This design comes from an exercise in tuning for small area, a short achievable clock period and few clock cycles per item on the open sky130 flow, not from production work. Only simulation tests tie the RTL to the original design; equivalence was not proved.

==> run K: inputs <==
// scalar_kalman_smoother
module scalar_kalman_smoother (
  input  logic                            clk,
  input  logic                            rst_n,
  input  logic                            in_valid,
  output logic                            in_stall,
  input  logic [kfs_pkg::CH_W-1:0]        in_channel,
  input  logic [kfs_pkg::SAMPLE_W-1:0]    in_sample,
  input  logic [kfs_pkg::SAMPLE_W-1:0]    in_nudge,
  output logic                            out_valid,
  input  logic                            out_stall,
  output logic [kfs_pkg::CH_W-1:0]        out_channel_out,
  output logic [kfs_pkg::SAMPLE_W-1:0]    out_filtered,
  input  logic                            cfg_we,
  input  logic [kfs_pkg::CFG_IDX_W-1:0]   cfg_index,
  input  logic [kfs_pkg::CFG_W-1:0]       cfg_data
);
  localparam int KD = kfs_pkg::KQ_DEPTH;
  localparam int KC = kfs_pkg::KQ_CNT_W;
  logic [23:0] q_r, r_r;
  always_ff @(posedge clk) begin
    if (!rst_n) begin
      q_r <= kfs_pkg::Q_RESET;
      r_r <= kfs_pkg::R_RESET;
    end else if (cfg_we) begin
      if (cfg_index == kfs_pkg::CFG_PROCESS_NOISE) q_r <= cfg_data;
      else                                         r_r <= cfg_data;
    end
  end
  logic [25:0] rx3;
  always_ff @(posedge clk) begin
    rx3 <= {2'b00, r_r} + {1'b0, r_r, 1'b0};
  end
  logic [3:0][24:0]          xr;      
  logic [3:0]                xf;
  logic [3:0]                xv;
  logic [3:0][23:0]          pch;     
  ...
Settings: LEC_CHECK=0, ABC_AREA=1, CAP_MARGIN=35, CORE_MARGIN=2, CORE_UTILIZATION=45, PLACE_DENSITY=0.62, SETUP_SLACK_MARGIN=3.7, SLEW_MARGIN=35; clock period 10.0 ns.
run.sh (not shown) runs the stock make flow with config.mk's settings and CLKGATE_MAP_FILE= SYNTH_SCRIPT=/design/flow/synth_recipe.tcl, a recipe that flattens the netlist after the stock synthesis.
==> run F (differences from run K) <==
--- a/flow/design.v
+++ b/flow/design.v
@@ -132,37 +132,36 @@
   logic        s0_v;
   logic [1:0]  s0_ch;
   logic [7:0]  s0_z, s0_u;
   logic        s1_v;
   logic [1:0]  s1_ch;
   logic [7:0]  s1_u;
   logic [7:0]  s1_wa;     
   logic        s1_wn;     
-  logic [8:0]  s1_w9;     
   logic [15:0] s1_k;
   logic        s2_v;
   logic [1:0]  s2_ch;
   logic [16:0] s2_kp;
   logic [8:0]  s2_bone, s2_btwo, s2_bneg;    
-  logic [25:0] s2_c;      
+  logic [23:0] s2_c;
   logic        s2_rp;     
   logic [7:0]  s2_u;
   logic        s2_wneg;   
   logic [24:0] s2_w1;     
   logic [24:0] s2_xs;     
   logic        s2_f;
   logic        go;
   logic        sat;
   logic        e1_sat;
   logic [23:0] p_new;
   logic [24:0] xn;
   logic        fn;
-  logic        e1_v, e2_v, e3_v;
-  logic [1:0]  e1_ch, e2_ch, e3_ch;
+  logic        e1_v, e2_v, e3_v, e4_v;
+  logic [1:0]  e1_ch, e2_ch, e3_ch, e4_ch;
   logic [3:0]      popv, pushv, xwv;
   logic [3:0]      busy_n;
   logic [3:0]      psat_n;
   logic [3:0]      conv_n;
   logic [3:0]      keep;    
   logic [3:0][KC-1:0] fcnt_n;
   logic [3:0]      elig_n, lvl0, lvl1;
   logic            iss_v_r;
@@ -173,17 +172,17 @@
     if (m[0])      first4 = 2'd0;
     else if (m[1]) first4 = 2'd1;
     else if (m[2]) first4 = 2'd2;
     else           first4 = 2'd3;
   endfunction
   always_comb begin
     for (int c = 0; c < 4; c++) begin
       popv[c]  = go && (s0_ch == c[1:0]);
-      pushv[c] = e3_v && (e3_ch == c[1:0]);
+      pushv[c] = e4_v && (e4_ch == c[1:0]);
       xwv[c]   = s2_v && !sat && (s2_ch == c[1:0]);
       keep[c]  = conv[c] && (fcnt[c] == KC'(1));
       if (flush) begin
         fcnt_n[c] = '0;
         busy_n[c] = 1'b0;
         conv_n[c] = 1'b0;
         psat_n[c] = 1'b0;
       end else begin
@@ -199,119 +198,122 @@
       lvl1[c]   = elig_n[c] && (fcnt_n[c] == KC'(1));
     end
     iss_v_n = (elig_n != 4'b0) && !cfg_we && rst_n;
     if (s0_v && lvl0[s0_ch]) iss_ch_n = s0_ch;
     else if (lvl0 != 4'b0)   iss_ch_n = first4(lvl0);
     else if (lvl1 != 4'b0)   iss_ch_n = first4(lvl1);
     else                     iss_ch_n = first4(elig_n);
   end
-  logic [23:0] pst_r;
   always_ff @(posedge clk) begin
     iss_v_r  <= iss_v_n;
     iss_ch_r <= iss_ch_n;
-    pst_r    <= pushv[iss_ch_n] ? p_new : (psat_n[iss_ch_n] ? ~q_r : pch[iss_ch_n]);
   end
   logic [23:0] pst;
   logic [24:0] pq_sum;
   logic [23:0] pp1;
   logic [24:0] den1;
   logic [26:0] den3;
   logic [24:0] r7;
   logic [1:0]  d7;
   logic [27:0] t1, t2, t3;
   logic [27:0] c1, c2, c3;
   logic [24:0] qr;
   logic [26:0] qr3;
-  always_ff @(posedge clk) begin
-    qr  <= {1'b0, q_r} + {1'b0, r_r};
-    qr3 <= {2'b0, q_r} + {2'b0, r_r} + {1'b0, q_r, 1'b0} + {1'b0, r_r, 1'b0};
-    c1  <= {4'b0, q_r} + {3'b0, q_r, 1'b0} - {4'b0, r_r};
-    c2  <= {3'b0, q_r, 1'b0} - {3'b0, r_r, 1'b0};
-    c3  <= {4'b0, q_r} - {4'b0, r_r} - {3'b0, r_r, 1'b0};
+  always_comb begin
+    qr  = {1'b0, q_r} + {1'b0, r_r};
+    qr3 = {2'b0, qr} + {1'b0, qr, 1'b0};
+    c1  = {4'b0, q_r} + {3'b0, q_r, 1'b0} - {4'b0, r_r};
+    c2  = {3'b0, q_r, 1'b0} - {3'b0, r_r, 1'b0};
+    c3  = {4'b0, q_r} - {4'b0, r_r} - {3'b0, r_r, 1'b0};
   end
   always_comb begin
-    pst    = pst_r;
+    pst    = psat[iss_ch_r] ? ~q_r : pch[iss_ch_r];
     pq_sum = {1'b0, pst} + {1'b0, q_r};
     e1_sat = pq_sum[24];
     pp1    = pq_sum[23:0];
     den1   = {1'b0, pst} + qr;
     den3   = {3'b0, pst} + {2'b0, pst, 1'b0} + qr3;
     t1     = {4'b0, pst} + {3'b0, pst, 1'b0} + c1;
     t2     = {3'b0, pst, 1'b0} + c2;
     t3     = {4'b0, pst} + c3;
     if (!t3[27])      begin d7 = 2'd3; r7 = t3[24:0]; end
     else if (!t2[27]) begin d7 = 2'd2; r7 = t2[24:0]; end
     else if (!t1[27]) begin d7 = 2'd1; r7 = t1[24:0]; end
     else              begin d7 = 2'd0; r7 = {pq_sum[22:0], 2'b00}; end
   end
-  logic [24:0] e1_d, e2_d, e3_d;
-  logic [26:0] e1_d3, e2_d3, e3_d3;
-  logic [24:0] e1_rem, e2_rem, e3_rem;
-  logic [3:0]  e1_k;
-  logic [9:0]  e2_k;
-  logic [13:0] e3_k;
-  logic [40:0] e3_pk;     
-  logic [24:0] r6;
-  logic [1:0]  d6;
-  kfs_div u_s6 (.rem_i(r7), .den1(den1), .den2({den1, 1'b0}), .den3(den3), .digit(d6), .rem_o(r6));
+  logic [24:0] e1_d, e2_d, e3_d, e4_d;
+  logic [26:0] e1_d3, e2_d3, e3_d3, e4_d3;
+  logic [24:0] e1_rem, e2_rem, e3_rem, e4_rem;
+  logic [1:0]  e1_k;
+  logic [5:0]  e2_k;
+  logic [9:0]  e3_k;
+  logic [13:0] e4_k;
+  logic [40:0] e4_pk;     
   always_ff @(posedge clk) begin
     e1_v   <= rst_n && !flush && iss_v_r && !e1_sat;
     e1_ch  <= iss_ch_r;
     e1_d   <= den1;
     e1_d3  <= den3;
-    e1_rem <= r6;
-    e1_k   <= {d7, d6};
+    e1_rem <= r7;
+    e1_k   <= d7;
   end
   function automatic logic [25:0] rrow(input logic [1:0] d, input logic [23:0] r, input logic [25:0] r3);
     unique case (d)
       2'd0:    rrow = 26'd0;
       2'd1:    rrow = {2'b00, r};
       2'd2:    rrow = {1'b0, r, 1'b0};
       default: rrow = r3;
     endcase
   endfunction
-  logic [24:0] r5, r4, r3, r2, r1;
-  logic [1:0]  d5, d4, d3, d2, d1;
-  kfs_div u_s5 (.rem_i(e1_rem), .den1(e1_d), .den2({e1_d, 1'b0}), .den3(e1_d3), .digit(d5), .rem_o(r5));
-  kfs_div u_s4 (.rem_i(r5),     .den1(e1_d), .den2({e1_d, 1'b0}), .den3(e1_d3), .digit(d4), .rem_o(r4));
-  kfs_div u_s3 (.rem_i(r4),     .den1(e1_d), .den2({e1_d, 1'b0}), .den3(e1_d3), .digit(d3), .rem_o(r3));
-  kfs_div u_s2 (.rem_i(e2_rem), .den1(e2_d), .den2({e2_d, 1'b0}), .den3(e2_d3), .digit(d2), .rem_o(r2));
-  kfs_div u_s1 (.rem_i(r2),     .den1(e2_d), .den2({e2_d, 1'b0}), .den3(e2_d3), .digit(d1), .rem_o(r1));
+  logic [24:0] r6, r5, r4, r3, r2, r1;
+  logic [1:0]  d6, d5, d4, d3, d2, d1;
+  kfs_div u_s6 (.rem_i(e1_rem), .den1(e1_d), .den2({e1_d, 1'b0}), .den3(e1_d3), .digit(d6), .rem_o(r6));
+  kfs_div u_s5 (.rem_i(r6),     .den1(e1_d), .den2({e1_d, 1'b0}), .den3(e1_d3), .digit(d5), .rem_o(r5));
+  kfs_div u_s4 (.rem_i(e2_rem), .den1(e2_d), .den2({e2_d, 1'b0}), .den3(e2_d3), .digit(d4), .rem_o(r4));
+  kfs_div u_s3 (.rem_i(r4),     .den1(e2_d), .den2({e2_d, 1'b0}), .den3(e2_d3), .digit(d3), .rem_o(r3));
+  kfs_div u_s2 (.rem_i(e3_rem), .den1(e3_d), .den2({e3_d, 1'b0}), .den3(e3_d3), .digit(d2), .rem_o(r2));
+  kfs_div u_s1 (.rem_i(r2),     .den1(e3_d), .den2({e3_d, 1'b0}), .den3(e3_d3), .digit(d1), .rem_o(r1));
   always_ff @(posedge clk) begin
     e2_v   <= rst_n && !flush && e1_v;
     e2_ch  <= e1_ch;
     e2_d   <= e1_d;
     e2_d3  <= e1_d3;
-    e2_rem <= r3;
-    e2_k   <= {e1_k, d5, d4, d3};
+    e2_rem <= r5;
+    e2_k   <= {e1_k, d6, d5};
     e3_v   <= rst_n && !flush && e2_v;
     e3_ch  <= e2_ch;
     e3_d   <= e2_d;
     e3_d3  <= e2_d3;
-    e3_rem <= r1;
-    e3_k   <= {e2_k, d2, d1};
-    e3_pk  <= {1'b0, rrow(e2_k[9:8], r_r, rx3), 14'b0} + {3'b0, rrow(e2_k[7:6], r_r, rx3), 12'b0}
-            + {5'b0, rrow(e2_k[5:4], r_r, rx3), 10'b0} + {7'b0, rrow(e2_k[3:2], r_r, rx3), 8'b0}
-            + {9'b0, rrow(e2_k[1:0], r_r, rx3), 6'b0};
+    e3_rem <= r3;
+    e3_k   <= {e2_k, d4, d3};
+    e4_v   <= rst_n && !flush && e3_v;
+    e4_ch  <= e3_ch;
+    e4_d   <= e3_d;
+    e4_d3  <= e3_d3;
+    e4_rem <= r1;
+    e4_k   <= {e3_k, d2, d1};
+    e4_pk  <= {1'b0, rrow(e3_k[9:8], r_r, rx3), 14'b0} + {3'b0, rrow(e3_k[7:6], r_r, rx3), 12'b0}
+            + {5'b0, rrow(e3_k[5:4], r_r, rx3), 10'b0} + {7'b0, rrow(e3_k[3:2], r_r, rx3), 8'b0}
+            + {9'b0, rrow(e3_k[1:0], r_r, rx3), 6'b0};
   end
   logic [24:0] r0;
   logic [1:0]  d0;
   logic [15:0] kq;
   logic [15:0] k_new;
   logic [40:0] pacc;
-  kfs_div u_s0 (.rem_i(e3_rem), .den1(e3_d), .den2({e3_d, 1'b0}), .den3(e3_d3), .digit(d0), .rem_o(r0));
+  kfs_div u_s0 (.rem_i(e4_rem), .den1(e4_d), .den2({e4_d, 1'b0}), .den3(e4_d3), .digit(d0), .rem_o(r0));
   function automatic logic [81:0] csa(input logic [40:0] a, input logic [40:0] b, input logic [40:0] c);
     csa = {a ^ b ^ c, ((a & b) | (a & c) | (b & c)) << 1};
   endfunction
   logic [40:0] e_s, e_c, l_s, l_c, f_s, f_c;
   always_comb begin
-    kq           = {e3_k, d0};
-    k_new        = (e3_d == '0) ? 16'd0 : kq;
-    {e_s, e_c}   = csa(e3_pk, {11'b0, rrow(e3_k[3:2], r_r, rx3), 4'b0}, {13'b0, rrow(e3_k[1:0], r_r, rx3), 2'b0});
+    kq           = {e4_k, d0};
+    k_new        = (e4_d == '0) ? 16'd0 : kq;
+    {e_s, e_c}   = csa(e4_pk, {11'b0, rrow(e4_k[3:2], r_r, rx3), 4'b0}, {13'b0, rrow(e4_k[1:0], r_r, rx3), 2'b0});
     {l_s, l_c}   = csa({15'b0, rrow(d0, r_r, rx3)}, {16'b0, r0}, e_s);
     {f_s, f_c}   = csa(l_s, l_c, e_c);
     pacc         = f_s + f_c;
     p_new        = pacc[39:16];
   end
   logic        accept;
   logic        credit_ok;
   logic [2:0]  oq_cnt;
@@ -345,44 +347,40 @@
     end
   end
   always_ff @(posedge clk) begin
     if (!s2_hold) begin
     s1_ch <= s0_ch;
     s1_u  <= s0_u;
     s1_wa <= (s0_z >= s0_u) ? (s0_z - s0_u) : (s0_u - s0_z);
     s1_wn <= (s0_z < s0_u);
-    s1_w9 <= {1'b0, s0_z} - {1'b0, s0_u};
     s1_k  <= fk[s0_ch][0];
     end
   end
+  logic [23:0] wk;
   logic [25:0] c_pre;
-  logic [41:0] aux_pre;
-  logic [16:0] bneg_bits_pre;
   logic [24:0] xcur;
   logic        xfcur;
   logic [16:0] kp_pre;
   logic [18:0] kpx;
   logic [8:0]  bone_pre, btwo_pre, bneg_pre;
   logic        fwd;
   always_comb begin
-    c_pre    = {2'b00, s1_u, 16'b0} + 26'(s1_w9) * 26'(s1_k) - (s1_w9[8] ? {1'b0, s1_k, 9'b0} : 26'd0);
+    wk       = 24'(s1_wa) * 24'(s1_k);
+    c_pre    = {2'b00, s1_u, 16'b0} + ({2'b00, wk} ^ {26{s1_wn}}) + {25'b0, s1_wn};
     xcur     = xv[s1_ch] ? xr[s1_ch] : kfs_pkg::EST_RESET;
     xfcur    = xv[s1_ch] && xf[s1_ch];
     kp_pre   = 17'h10000 - {1'b0, s1_k};
     kpx      = {1'b0, kp_pre, 1'b0};
     for (int i = 0; i < 9; i++) begin
       bone_pre[i] = kpx[2*i+1] ^ kpx[2*i];
       btwo_pre[i] = (kpx[2*i+2] ^ kpx[2*i+1]) & ~(kpx[2*i+1] ^ kpx[2*i]);
       bneg_pre[i] = kpx[2*i+2] & ~(kpx[2*i+1] & kpx[2*i]);
     end
     fwd      = s2_v && !sat && (s2_ch == s1_ch);
-    bneg_bits_pre = '0;
-    for (int i = 0; i < 9; i++) bneg_bits_pre[2*i] = bneg_pre[i];
-    aux_pre  = {2'b00, c_pre[23:0], 16'b0} + 42'h2AAAC000000 + {25'b0, bneg_bits_pre};
   end
   always_ff @(posedge clk) begin
     if (!rst_n) begin
       s2_v <= 1'b0;
     end else if (!s2_hold) begin
       s2_v <= s1_v;
     end
   end
@@ -393,17 +391,17 @@
       s2_f    <= 1'b0;
     end else begin
       s2_rp   <= 1'b0;
       s2_ch   <= s1_ch;
       s2_kp   <= kp_pre;
       s2_bone <= bone_pre;
       s2_btwo <= btwo_pre;
       s2_bneg <= bneg_pre;
-      s2_c    <= aux_pre[41:16];
+      s2_c    <= c_pre[23:0];
       s2_u    <= s1_u;
       s2_wneg <= s1_wn;
       s2_w1   <= {1'b0, s1_wa, 16'h0001};
       s2_xs   <= fwd ? xn : xcur;
       s2_f    <= fwd ? fn : xfcur;
     end
   end
   logic        c16;
@@ -423,17 +421,18 @@
     for (int i = 0; i < 9; i++) begin
       brow[i] = {~s2_bneg[i], ((s2_bone[i] ? {1'b0, s2_xs} : 26'd0) | (s2_btwo[i] ? {s2_xs, 1'b0} : 26'd0))
                               ^ {26{s2_bneg[i]}}};
       bnegbits[2*i] = s2_bneg[i];
     end
     nfull = {15'b0, brow[0]}       + {13'b0, brow[1], 2'b0}  + {11'b0, brow[2], 4'b0}
           + {9'b0, brow[3], 6'b0}  + {7'b0, brow[4], 8'b0}   + {5'b0, brow[5], 10'b0}
           + {3'b0, brow[6], 12'b0} + {1'b0, brow[7], 14'b0}  + {brow[8][25:0], 16'b0}
-          + {s2_c, bnegbits[15:0]} + (s2_f ? {25'b0, s2_kp} : 42'd0);
+          + {25'b0, bnegbits} + 42'h2AAAC000000
+          + (s2_f ? {25'b0, s2_kp} : 42'd0) + {2'b00, s2_c, 16'b0};
     xn    = nfull[40:16];
     fn    = !sat && corr && (nfull[15:0] != 16'd0);
   end
   logic [3:0][KC-1:0] wposv;
   always_comb begin
     for (int c = 0; c < 4; c++) begin
       wposv[c] = fcnt[c] - KC'(popv[c] && !keep[c]);
     end
- SETUP_SLACK_MARGIN: 3.7 -> 4.0
==> run Z (differences from run K) <==
--- a/flow/design.v
+++ b/flow/design.v
@@ -3,18 +3,18 @@
   localparam int CH_W      = 2;
   localparam int SAMPLE_W  = 8;
   localparam int FRAC_W    = 16;
   localparam int VAR_W     = 24;
   localparam int EST_W     = 25;
   localparam int K_W       = 16;
   localparam int CFG_W     = 24;
   localparam int CFG_IDX_W = 1;
-  localparam int KQ_DEPTH  = 3;
-  localparam int KQ_CNT_W  = 2;
+  localparam int KQ_DEPTH  = 4;
+  localparam int KQ_CNT_W  = 3;
   localparam int OQ_DEPTH  = 4;
   localparam logic [EST_W-1:0] EST_RESET = 25'd65536;
   localparam logic [VAR_W-1:0] VAR_RESET = 24'd1966080;
   localparam logic [CFG_W-1:0] Q_RESET   = 24'd806;
   localparam logic [CFG_W-1:0] R_RESET   = 24'd1031641;
   localparam logic [EST_W-1:0] EST_MAX = {EST_W{1'b1}};
   localparam logic [VAR_W-1:0] VAR_MAX = {VAR_W{1'b1}};
   localparam logic [CFG_IDX_W-1:0] CFG_PROCESS_NOISE     = 1'b0;
@@ -187,17 +187,18 @@
         conv_n[c] = 1'b0;
         psat_n[c] = 1'b0;
       end else begin
         fcnt_n[c] = fcnt[c] + KC'(pushv[c]) - KC'(popv[c] && !keep[c]);
         busy_n[c] = (busy[c] && !pushv[c]) || (iss_v_r && (iss_ch_r == c[1:0]) && !e1_sat);
         psat_n[c] = !pushv[c] && (psat[c] || (iss_v_r && (iss_ch_r == c[1:0]) && e1_sat));
         conv_n[c] = conv[c] || ((fcnt[c] == KC'(1)) && !popv[c] && (pch[c] == fp[c][0]))
                              || ((fcnt[c] == KC'(2)) && (pch[c] == fp[c][1]))
-                             || ((fcnt[c] == KC'(3)) && (pch[c] == fp[c][2]));
+                             || ((fcnt[c] == KC'(3)) && (pch[c] == fp[c][2]))
+                             || ((fcnt[c] == KC'(4)) && (pch[c] == fp[c][3]));
       end
       elig_n[c] = !busy_n[c] && (!conv_n[c] || (fcnt_n[c] == KC'(0))) && (fcnt_n[c] != KC'(KD));
       lvl0[c]   = elig_n[c] && (fcnt_n[c] == KC'(0));
       lvl1[c]   = elig_n[c] && (fcnt_n[c] == KC'(1));
     end
     iss_v_n = (elig_n != 4'b0) && !cfg_we && rst_n;
     if (s0_v && lvl0[s0_ch]) iss_ch_n = s0_ch;
     else if (lvl0 != 4'b0)   iss_ch_n = first4(lvl0);
- CORE_UTILIZATION: 45 -> 40
- PLACE_DENSITY: 0.62 -> 0.6
- SETUP_SLACK_MARGIN: 3.7 -> 3.2
==> summary of the runs <==
- In clock-buffer cell count, run F and run K do not differ.
- Wire length, highest first: run Z, run K, run F.
- Of run Z and run K, run Z has the higher synthesized cell count (gap 4.4%, measured against run K).
- Of run Z and run F, run Z has the higher critical path depth (gap 25).
- Register-to-register slack: run K is worse than run Z (130 ps).
- Die area, lowest first: run F, run K, run Z.
- Clock skew, lowest first: run F, run Z, run K.
- Flip-flop and latch count: run Z > run K > run F.
==> figures <==
quantity	run Z	run K	run F
Post-synthesis share of cell area spent on and, or, nand and nor gates	17.8%	18.6%	18.2%
Last element of the critical path	e2_rem[23]	e2_rem[6]	u_oq.q[36]
Total via count after detailed routing	126000	122000	120000
Total length of routed met2 wires	218000 µm	213000 µm	196000 µm
Clock distribution area overhead in the final layout	4.28%	3.99%	3.85%
Total number of multi-input combinational cells	13000	12500	12200
Layout buffering overhead excluding clock cells	4.07%	5.09%	3.83%
Relative max-transition margin	33.5%	31.3%	38.2%
Launching point of the worst reg2reg path	e1_d[10]	e1_d[6]	s2_btwo[1]
GRT met1 Usage	40.1%	44.6%	45.4%
Die W	583 µm	535 µm	529 µm
Placement Rows	212	195	192
Worst R2R Setup Slack	2760 ps	2630 ps	3910 ps
Maximum net fanout on the critical path	6	6	4
Post-DP Area	0.140 mm²	0.132 mm²	0.128 mm²
Status	complete, no violations	complete, no violations	complete, no violations
Final-layout fill cell count	33300	27000	26700
Worst EP required	10800 ps	10760 ps	10670 ps
Testbench counts of run K, summed over its fixed seeds: cycles 2,946, items 2,048.
Testbench counts of run F, summed over its fixed seeds: cycles 3,527, items 2,048.
Testbench counts of run Z, summed over its fixed seeds: cycles 2,730, items 2,048.

-- re-timing with driven ports --
In the flow no input, the clock included, has a driving cell. The finished layouts below were timed again as built, in two steps. Step 1, drivers: a clkbuf_16 drives clk and a buf_2 each remaining input, both assumed. Step 2, shift: input delay + t, output delay - t, t = (earliest + latest rising clock arrival at the registers) / 2. This alone moves slack from input paths to output paths. Slacks: no drivers / after step 1 / after step 2; pairs: no drivers / after step 1.
| run | t (ns) | setup WS [ns] | worst hold slack (ns) | slew at the worst register clock pin (ns) | pins driven straight from the clock port |
|---|---|---|---|---|---|
| run K | 0.954 | 2.629 / 2.629 / 2.629 | 0.317 / 0.317 / 0.317 | 0.08 / 0.08 | 1 |
| run F | 0.939 | 3.910 / 3.910 / 3.910 | 0.327 / 0.327 / 0.327 | 0.08 / 0.08 | 1 |
| run Z | 1.015 | 2.762 / 2.762 / 2.762 | 0.329 / 0.329 / 0.329 | 0.07 / 0.07 | 1 |
After both steps every run listed still meets setup and hold.
